Source: an optimization exercise on an open RTL-to-GDS flow (aim: small area and a short achievable clock period). Production flows keep margins and buffers that such runs may drop.
Only the layout flow was run in this run; the RTL was not checked for function there.
No activity file was given, so power comes from the tool's default toggle rates.

File: flow/config.mk
export PLATFORM = sky130hd
export DESIGN_NAME = enc_bridge_top
export DESIGN_NICKNAME = enc_bridge_top
export VERILOG_FILES = /design/flow/design.v
export SDC_FILE = /design/flow/constraint.sdc
export NUM_CORES = 4
export LEC_CHECK = 0
export CAP_MARGIN = 20
export CORE_MARGIN = 2
export CORE_UTILIZATION = 40
export SETUP_SLACK_MARGIN = 0.2
export SLEW_MARGIN = 20
File: flow/constraint.sdc
create_clock -name core_clock -period 5.5 [get_ports {clk}]
set_input_delay 1.1000 -clock core_clock [delete_from_list [all_inputs] [get_ports {clk}]]
set_output_delay 1.1000 -clock core_clock [all_outputs]
set_load 0.01 [all_outputs]
File: flow/design.v
package enc_bridge_pkg;
    typedef logic [31:0] wb_word_t;
    typedef logic [1:0]  in_sym_t;
    typedef logic [5:0]  out_sym_t;
    typedef logic [5:0]  param_sel_t;
    typedef logic [9:0]  blocksize_t;
    typedef logic [9:0]  conf_p_t;
    typedef logic [11:0] conf_q_t;
    typedef struct packed {
        logic     cyc;
        logic     stb;
        logic     we;
        wb_word_t dat;
    } wb_req_t;
    typedef struct packed {
        logic     ack;
        wb_word_t dat;
    } wb_rsp_t;
    typedef struct packed {
        logic    eof;
        logic    bof;
        in_sym_t sym;
    } rx_entry_t;
    typedef struct packed {
        logic     eof;
        logic     bof;
        out_sym_t sym;
    } tx_entry_t;
    typedef struct packed {
        logic      valid;
        rx_entry_t entry;
    } enc_in_t;
    typedef struct packed {
        logic      valid;
        tx_entry_t entry;
    } enc_out_t;
    typedef struct packed {
        blocksize_t blocksize;
        conf_p_t    p;
        conf_q_t    q0;
        conf_q_t    q1;
        conf_q_t    q2;
        conf_q_t    q3;
    } block_conf_t;
    typedef enum logic {
        PHASE_IDLE,
        PHASE_ACK
    } bus_phase_t;
endpackage
`timescale 1ns/10ps
module sym_fifo
#(
    parameter int DATA_W = 8,
    parameter int ADDR_W = 8
)
(
    input  logic              clk,
    input  logic              rst,
    input  logic              i_wr,
    input  logic [DATA_W-1:0] i_wdata,
    input  logic              i_rd,
    output logic [DATA_W-1:0] o_rdata,
    output logic              o_empty,
    output logic              o_full
);
    logic [DATA_W-1:0] mem [0:(1 << ADDR_W)-1];
    logic [ADDR_W:0]   wr_ptr;
    logic [ADDR_W:0]   rd_ptr;
    logic              rd_en;
    logic              wr_en;
    assign o_empty = (wr_ptr == rd_ptr);
    assign o_full  = (wr_ptr[ADDR_W] != rd_ptr[ADDR_W]) &&
                     (wr_ptr[ADDR_W-1:0] == rd_ptr[ADDR_W-1:0]);
    assign rd_en = i_rd && !o_empty;
    assign wr_en = i_wr && (!o_full || rd_en);
    assign o_rdata = mem[rd_ptr[ADDR_W-1:0]];
    always_ff @(posedge clk)
    begin
        if (wr_en)
            mem[wr_ptr[ADDR_W-1:0]] <= i_wdata;
    end
    always_ff @(posedge clk)
    begin
        if (rst)
        begin
            wr_ptr <= '0;
            rd_ptr <= '0;
        end
        else
        begin
            if (wr_en)
                wr_ptr <= wr_ptr + 1'b1;
            if (rd_en)
                rd_ptr <= rd_ptr + 1'b1;
        end
    end
endmodule
`timescale 1ns/10ps
module block_conf_rom
(
    input  logic                        clk,
    input  logic                        rst,
    input  enc_bridge_pkg::param_sel_t  i_sel,
    output enc_bridge_pkg::block_conf_t o_conf
);
    enc_bridge_pkg::block_conf_t conf_d;
    function automatic enc_bridge_pkg::block_conf_t mk_conf(input int bs, input int p,
                                                            input int q0, input int q1,
                                                            input int q2, input int q3);
        mk_conf = {bs[9:0], p[9:0], q0[11:0], q1[11:0], q2[11:0], q3[11:0]};
    endfunction
    always_comb
    begin
        conf_d = '0;
        if (i_sel < 34)
        begin
            case (i_sel)
                6'd0:  conf_d = mk_conf(14, 9, 3, 11, 51, 19);
                6'd1:  conf_d = mk_conf(38, 17, 3, 23, 63, 11);
                6'd2:  conf_d = mk_conf(51, 23, 3, 23, 107, 107);
                6'd3:  conf_d = mk_conf(55, 23, 3, 43, 131, 115);
                6'd4:  conf_d = mk_conf(59, 23, 3, 11, 23, 219);
                6'd5:  conf_d = mk_conf(62, 23, 3, 35, 63, 63);
                6'd6:  conf_d = mk_conf(69, 25, 3, 7, 111, 103);
                6'd7:  conf_d = mk_conf(84, 23, 3, 7, 83, 71);
                6'd8:  conf_d = mk_conf(85, 23, 3, 55, 255, 215);
                6'd9:  conf_d = mk_conf(93, 25, 3, 31, 111, 107);
                6'd10: conf_d = mk_conf(96, 25, 3, 11, 103, 107);
                6'd11: conf_d = mk_conf(100, 23, 3, 35, 131, 127);
                6'd12: conf_d = mk_conf(108, 29, 3, 19, 123, 123);
                6'd13: conf_d = mk_conf(115, 29, 3, 23, 239, 239);
                6'd14: conf_d = mk_conf(123, 31, 3, 15, 7, 3);
                6'd15: conf_d = mk_conf(128, 31, 3, 7, 135, 131);
                6'd16: conf_d = mk_conf(130, 31, 3, 7, 11, 3);
                6'd17: conf_d = mk_conf(144, 31, 3, 3, 3, 3);
                6'd18: conf_d = mk_conf(170, 33, 3, 63, 523, 515);
                6'd19: conf_d = mk_conf(175, 37, 3, 11, 3, 11);
                6'd20: conf_d = mk_conf(188, 37, 3, 15, 167, 159);
                6'd21: conf_d = mk_conf(192, 37, 3, 7, 183, 123);
                6'd22: conf_d = mk_conf(194, 39, 3, 3, 319, 319);
                6'd23: conf_d = mk_conf(256, 45, 3, 7, 199, 183);
                6'd24: conf_d = mk_conf(264, 43, 3, 3, 27, 11);
                6'd25: conf_d = mk_conf(298, 49, 3, 15, 23, 3);
                6'd26: conf_d = mk_conf(307, 49, 3, 27, 3, 7);
                6'd27: conf_d = mk_conf(333, 49, 3, 23, 3, 23);
                6'd28: conf_d = mk_conf(355, 53, 3, 19, 239, 223);
                6'd29: conf_d = mk_conf(400, 53, 3, 43, 243, 219);
                6'd30: conf_d = mk_conf(438, 59, 3, 7, 247, 243);
                6'd31: conf_d = mk_conf(444, 59, 3, 35, 731, 715);
                6'd32: conf_d = mk_conf(539, 65, 3, 15, 31, 3);
                6'd33: conf_d = mk_conf(59, 23, 3, 11, 23, 219);
                default: conf_d = '0;
            endcase
        end
    end
    always_ff @(posedge clk)
    begin
        if (rst)
            o_conf <= '0;
        else
            o_conf <= conf_d;
    end
endmodule
`timescale 1ns/10ps
module enc_bridge_ctrl
(
    input  logic                    clk,
    input  logic                    rst,
    input  enc_bridge_pkg::wb_req_t i_req,
    input  logic                    i_rx_empty,
    input  logic                    i_tx_empty,
    input  logic                    i_tx_eof_in,
    output logic                    o_ack,
    output logic                    o_rx_push,
    output logic                    o_rx_pop,
    output logic                    o_tx_pop,
    output logic                    o_frame_ready
);
    enc_bridge_pkg::bus_phase_t phase;
    logic access;
    logic drain_start;
    logic drain_active;
    logic frame_ready;
    logic rden;
    assign access      = i_req.cyc && i_req.stb && (phase == enc_bridge_pkg::PHASE_IDLE);
    assign o_rx_push   = access && i_req.we && i_req.dat[15];
    assign drain_start = o_rx_push && i_req.dat[7];
    always_ff @(posedge clk)
    begin
        if (rst)
        begin
            phase <= enc_bridge_pkg::PHASE_IDLE;
        end
        else
        begin
            case (phase)
                enc_bridge_pkg::PHASE_IDLE:
                begin
                    if (access)
                    begin
                        phase <= enc_bridge_pkg::PHASE_ACK;
                    end
                end
                default:
                begin
                    phase <= enc_bridge_pkg::PHASE_IDLE;
                end
            endcase
        end
    end
    always_ff @(posedge clk)
    begin
        if (rst)
        begin
            drain_active <= 1'b0;
            frame_ready  <= 1'b0;
            rden         <= 1'b0;
        end
        else
        begin
            if (drain_start)
                drain_active <= 1'b1;
            else if (i_rx_empty)
                drain_active <= 1'b0;
            if (i_tx_eof_in)
                frame_ready <= 1'b1;
            else if (i_tx_empty)
                frame_ready <= 1'b0;
            if (access)
                rden <= i_req.dat[13];
        end
    end
    assign o_ack         = (phase == enc_bridge_pkg::PHASE_ACK);
    assign o_rx_pop      = drain_active && !i_rx_empty;
    assign o_tx_pop      = o_ack && rden;
    assign o_frame_ready = frame_ready;
endmodule
`timescale 1ns/10ps
module enc_bridge_top
(
    input  logic                        clk,
    input  logic                        rst,
    input  logic [34:0]                 i_req,
    output logic [32:0]                 o_rsp,
    input  logic [5:0]                  i_param_sel,
    output logic [4:0]                  o_enc_in,
    input  logic [8:0]                  i_enc_out,
    output logic [67:0]                 o_conf
);
    enc_bridge_pkg::wb_req_t     req;
    enc_bridge_pkg::wb_rsp_t     rsp;
    enc_bridge_pkg::enc_in_t     enc_in;
    enc_bridge_pkg::enc_out_t    enc_out;
    enc_bridge_pkg::block_conf_t conf;
    assign req      = i_req;
    assign enc_out  = i_enc_out;
    assign o_rsp    = rsp;
    assign o_enc_in = enc_in;
    assign o_conf   = conf;
    logic                      rx_push;
    logic                      rx_pop;
    logic                      rx_empty;
    logic                      tx_pop;
    logic                      tx_empty;
    logic                      tx_eof_in;
    logic                      ack;
    logic                      frame_ready;
    enc_bridge_pkg::rx_entry_t rx_wdata;
    enc_bridge_pkg::rx_entry_t rx_head;
    enc_bridge_pkg::tx_entry_t tx_head;
    assign rx_wdata.eof = req.dat[7];
    assign rx_wdata.bof = req.dat[6];
    assign rx_wdata.sym = req.dat[1:0];
    assign tx_eof_in = enc_out.valid && enc_out.entry.eof;
    enc_bridge_ctrl u_ctrl (
        .clk           (clk),
        .rst           (rst),
        .i_req         (req),
        .i_rx_empty    (rx_empty),
        .i_tx_empty    (tx_empty),
        .i_tx_eof_in   (tx_eof_in),
        .o_ack         (ack),
        .o_rx_push     (rx_push),
        .o_rx_pop      (rx_pop),
        .o_tx_pop      (tx_pop),
        .o_frame_ready (frame_ready)
    );
    sym_fifo #(.DATA_W(4), .ADDR_W(8)) u_rx_fifo (
        .clk     (clk),
        .rst     (rst),
        .i_wr    (rx_push),
        .i_wdata (rx_wdata),
        .i_rd    (rx_pop),
        .o_rdata (rx_head),
        .o_empty (rx_empty),
        .o_full  ()
    );
    sym_fifo #(.DATA_W(8), .ADDR_W(8)) u_tx_fifo (
        .clk     (clk),
        .rst     (rst),
        .i_wr    (enc_out.valid),
        .i_wdata (enc_out.entry),
        .i_rd    (tx_pop),
        .o_rdata (tx_head),
        .o_empty (tx_empty),
        .o_full  ()
    );
    block_conf_rom u_conf_rom (
        .clk    (clk),
        .rst    (rst),
        .i_sel  (i_param_sel),
        .o_conf (conf)
    );
    assign enc_in.valid = rx_pop;
    assign enc_in.entry = rx_pop ? rx_head : '0;
    assign rsp.ack = ack;
    assign rsp.dat = (enc_bridge_pkg::wb_word_t'(frame_ready) << 15) |
                       (enc_bridge_pkg::wb_word_t'(1'b1) << 14) |
                       enc_bridge_pkg::wb_word_t'(tx_head);
endmodule
File: flow/run.sh
#!/bin/bash
# synth_recipe.tcl (not shown) runs the flow's synth.tcl, then flattens the netlist and writes it again
# the make line also repeats each setting of config.mk as NAME=value (left out here)
make -C /OpenROAD-flow-scripts/flow DESIGN_CONFIG=/design/flow/config.mk WORK_HOME=/design/flow/orfs CLKGATE_MAP_FILE= SYNTH_SCRIPT=/design/flow/synth_recipe.tcl finish
==> metrics.log <==
[metrics] GRT overflow: 0
[metrics] via count of the first global-routing pass: 63900
[metrics] Simple-Gate Fraction of Synth Area: 3.90%
[metrics] wire per inst: 27.4 um
[metrics] RSZ-0062 raised after global routing: true
[metrics] number of max-cap violations: 0
[metrics] Clock Skews: 0.0874 ns
[metrics] sequential area share after synthesis: 75.1%
[metrics] combined area of all synthesized cells: 125000 sq um
[metrics] Die X-Extent: 564 um
[metrics] count of state elements after synthesis: 3162
[metrics] max-slew violation total from the final report: 0
[metrics] pin count of the biggest net entering global routing: 163
[metrics] sort of element at the end of the critical path: output port
[metrics] largest family of logic cells by synthesized area: multiplexers
[metrics] top flip-flop cell by instance count after synthesis: sky130_fd_sc_hd__edfxtp_1
[metrics] routability congestion estimate: 0.862
[metrics] Worst IR Drop VDD: 0.000335 V
[metrics] Total Routed Length: 307 mm
[metrics] total power divided by cell area: 341 nW/um^2
[metrics] Final setup viols: 0
[metrics] post-synthesis share of cell area spent on full adders, half adders and majority gates: 0.180%
[metrics] clock-pin slew reported for the worst setup and hold paths after clock tree synthesis: 0.06 ns
[metrics] xor/xnor cell area share of the yosys netlist: 0.357%
[metrics] clock latency at the later pin of the worst-skew pair: 0.91 ns
[metrics] share of cells above drive strength 1: 25.1%
[metrics] worst hold slack after final layout: 0.543 ns
[metrics] DRT iter0 DRCs: 6798
[metrics] CTS Sinks: 3162
[metrics] worst slew slack as a fraction of its limit: 25.4%
[metrics] die span in y: 564 um
[metrics] Reg2Reg Depth: 6
[metrics] switching pwr: 10.0 mW
[metrics] Reg power frac: 53.4%
[metrics] GR Util All Layers: 18.9%
[metrics] minimum clock period after layout: 5.31 ns
[metrics] count of unique library cells instantiated by Yosys: 85
[metrics] wire length of the first global-routing pass: 444 mm
[metrics] endpoints failing hold: 0
[metrics] final antenna-violating net count: 0
[metrics] number of instances in the synthesized netlist: 6330
[metrics] I/O pin count: 158
[metrics] Die Footprint: 318000 sq um
[metrics] biggest area contributors in the synthesized netlist: sky130_fd_sc_hd__edfxtp_1, sky130_fd_sc_hd__mux4_2, sky130_fd_sc_hd__nor2_1
[metrics] floorplan row count: 205
[metrics] half-perimeter wire length after placement: 187 mm
[metrics] Final #Nets: 6876
[metrics] final total negative setup slack: 0 ns
[metrics] share of async-settable or async-resettable flops after synthesis: 0%
[metrics] startpoint class of the critical path: flop
[metrics] switching fraction of total power: 20.2%
[metrics] most frequent standard cell in the layout excluding fill and tap cells: sky130_fd_sc_hd__edfxtp_1
[metrics] CTS Buf Count: 334
[metrics] post-route DRC violation count: 0
[metrics] TritonRoute pass-1 iters: 6
[metrics] Syn-to-layout area delta: 15.9%
[metrics] count of vias placed by the detailed router: 63300
[metrics] TritonCTS clock tree: yes
[metrics] share of power burned in the clock network: 45.0%
[metrics] mean number of vias per cell: 5.64
[metrics] worst hold path class: flop to flop
[metrics] maximum operating frequency: 0.188 GHz
[metrics] design internal power: 39.6 mW
[metrics] Crit path arrival time: 4.21 ns
[metrics] Max Root-Sink Buffers: 4
[metrics] Synth Area in Compound Gates: 3.04%
[metrics] Std-Cell Core Area: 312000 sq um
[metrics] category of the critical setup timing path: flop to output port
[metrics] root cell of the clock tree: sky130_fd_sc_hd__clkbuf_16
[metrics] Worst Tran Pin Value: 1.12 ns
[metrics] critical path data required time: 4.40 ns
[metrics] syn avg cell area: 19.8 sq um
[metrics] # H-tree levels: 5
[metrics] effective utilization at floorplan: 40.2%
[metrics] number of I/O port buffers: 85
[metrics] number of buffers added to fix hold violations after cts: 0
[metrics] cell taking the most area after synthesis: sky130_fd_sc_hd__edfxtp_1
[metrics] number of cells traversed by the worst hold path: 2
[metrics] status: finished clean
[metrics] post-route fraction of the period consumed by the critical path: 96.6%
[metrics] number of antenna violations at the first check in global routing: 7
[metrics] portion of netlist area occupied by mux cells: 15.2%
[metrics] biggest fanout along the worst timing path: 12
[metrics] number of synthesized flops with an enable pin: 3072
[metrics] Lkg Pwr: 44.4 nW
[metrics] share of the core filled with cells: 46.6%
[metrics] fraction of synthesized cell area taken by the top area cell type: 73.6%
[metrics] most frequent cells in the layout: sky130_fd_sc_hd__edfxtp_1, sky130_fd_sc_hd__mux4_2, sky130_fd_sc_hd__nor2_1
[metrics] synth warn: 4
[metrics] share of total power in combinational logic: 1.6%
[cells in the mapped netlist, types with 43 or more instances]
cell,n
sky130_fd_sc_hd__o221ai_1,43
sky130_fd_sc_hd__buf_2,115
sky130_fd_sc_hd__nor2b_1,44
sky130_fd_sc_hd__a21oi_1,123
sky130_fd_sc_hd__a211oi_1,48
sky130_fd_sc_hd__o22ai_1,57
sky130_fd_sc_hd__clkbuf_1,151
sky130_fd_sc_hd__mux4_2,672
sky130_fd_sc_hd__edfxtp_1,3072
sky130_fd_sc_hd__o21ai_0,58
sky130_fd_sc_hd__nand2_1,205
sky130_fd_sc_hd__a22oi_1,71
sky130_fd_sc_hd__dfxtp_1,90
sky130_fd_sc_hd__mux4_1,66
sky130_fd_sc_hd__buf_4,95
sky130_fd_sc_hd__mux2i_1,191
sky130_fd_sc_hd__nand3_1,58
sky130_fd_sc_hd__nor2_1,652
[through the flow]
stage | std cells | power (mW) | instance area (sq um) | setup slack, ns
detailed placement | 10500 | 27.8 | 132000 | 0.517
floorplan | 6374 | 27.2 | 125000 | 2.00
finish | 11200 | 49.6 | 145000 | 0.190
CTS | 11200 | 50.0 | 145000 | 0.0430
global placement | 10500 | 27.7 | 132000 | 0.476
global route | 11200 | 50.9 | 145000 | 0.0917
[worst max-delay path: stages, from the launching register on]
cell and delay [ns]:
sky130_fd_sc_hd__dfxtp_4 0.37, sky130_fd_sc_hd__buf_12 0.13, sky130_fd_sc_hd__buf_6 0.15, sky130_fd_sc_hd__bufbuf_16 0.32
sky130_fd_sc_hd__mux4_2 0.51, sky130_fd_sc_hd__a22oi_1 0.18, sky130_fd_sc_hd__nand3_1 0.12, sky130_fd_sc_hd__a21oi_2 0.27
sky130_fd_sc_hd__a41o_2 0.27, sky130_fd_sc_hd__a21oi_1 0.07, sky130_fd_sc_hd__buf_4 0.17, sky130_fd_sc_hd__and3_1 0.22
sky130_fd_sc_hd__clkdlybuf4s50_1 0.51
[power groups by stage]
stage | registers, mW | clock network [mW] | logic [mW]
floorplan | 27.0 | 0 | 0.239
global placement | 27.0 | 0 | 0.770
detailed placement | 27.0 | 0 | 0.802
CTS | 26.4 | 22.7 | 0.812
global route | 26.4 | 23.6 | 0.872
finish | 26.4 | 22.3 | 0.809
[registers in the layout, summed over array words and instances, names as in the netlist, named ones only]
| signal | flops |
|---|---|
| u_conf_rom.o_conf | 34 |
| u_ctrl.drain_active | 1 |
| u_ctrl.frame_ready | 1 |
| u_ctrl.phase | 1 |
| u_ctrl.rden | 1 |
| u_rx_fifo.mem | 1024 |
| u_rx_fifo.rd_ptr | 9 |
| u_rx_fifo.wr_ptr | 9 |
| u_tx_fifo.mem | 2048 |
| u_tx_fifo.rd_ptr | 9 |
| u_tx_fifo.wr_ptr | 9 |
[layer usage]
| layer | wire [um] | global-route usage (%) | vias to the layer above |
|---|---|---|---|
| li1 | - | - | 26800 |
| met1 | 126000 | 25.8 | 33600 |
| met2 | 151000 | 31.5 | 2466 |
| met3 | 19800 | 2.46 | 477 |
| met4 | 9460 | 5.77 | 0 |
| met5 | 0 | 0 | - |
[cells by family (layout without fill, tap and decap cells)]
logic type,count (synthesis),after routing
AO/OA/AOI/OAI,551,551
XOR/XNOR,51,51
adder cells (fa/ha/maj),18,18
buffers and inverters,465,1166
flip-flops,3162,3162
multiplexers,948,948
other,2,49
AND/OR/NAND/NOR,1133,1134
[worst paths after layout]
path	from	end	slack (ns)
worst max-delay path	flop	o_rsp[7]	0.19
worst min-delay path	u_rx_fifo.wr_ptr[8]$_SDFFE_PP0P_	u_rx_fifo.wr_ptr[8]$_SDFFE_PP0P_	0.54
worst max register to register	u_tx_fifo.wr_ptr[5]$_SDFFE_PP0P_	u_tx_fifo.mem[23][1]$_DFFE_PP_	1.73
worst min register to register	u_rx_fifo.wr_ptr[8]$_SDFFE_PP0P_	u_rx_fifo.wr_ptr[8]$_SDFFE_PP0P_	0.54
[final cells by class]
| cell class | count | area [sq um] |
|---|---|---|
| Antenna cell | 3 | 7.51 |
| Fill cell | 25800 | 166000 |
| Clock buffer | 401 | 8710 |
| Multi-Input combinational cell | 2748 | 29100 |
| Inverter | 22 | 95.1 |
| Sequential cell | 3162 | 94100 |
| Tap cell | 4140 | 5180 |
| Timing Repair Buffer | 538 | 5870 |
| Clock inverter | 205 | 2140 |
[what timing repair did]
item                       CTS  global route
setup endpoints to repair   12            12
pin swaps                    6            15
resized for setup          146            74
buffers inserted            38            15
gates cloned                19             8

[what the ideal ports hide]
No port has a modelled driver above. Below, the same layout with a new extraction and two added sets of constraints.
Step 1 sets driving cells, clkbuf_16 on the clock port and buf_2 on the other inputs (assumed; they add their load-dependent delay and slew).
Step 2, shift: input delay + t, output delay - t, t = (earliest + latest rising clock arrival at the registers) / 2. This alone moves slack from input paths to output paths.
Three values: ideal, step 1, step 2; two values: the first two.
t (ns): 0.980
setup WS [ns]: 0.190 / 0.090 / 0.706
hold WS [ns]: 0.543 / 0.480 / 0.543
pins driven straight from the clock port: 1
After both steps this run still meets setup and hold. For this run, drivers alone change the setup slack by -0.100 ns; drivers and shift together by +0.516 ns.
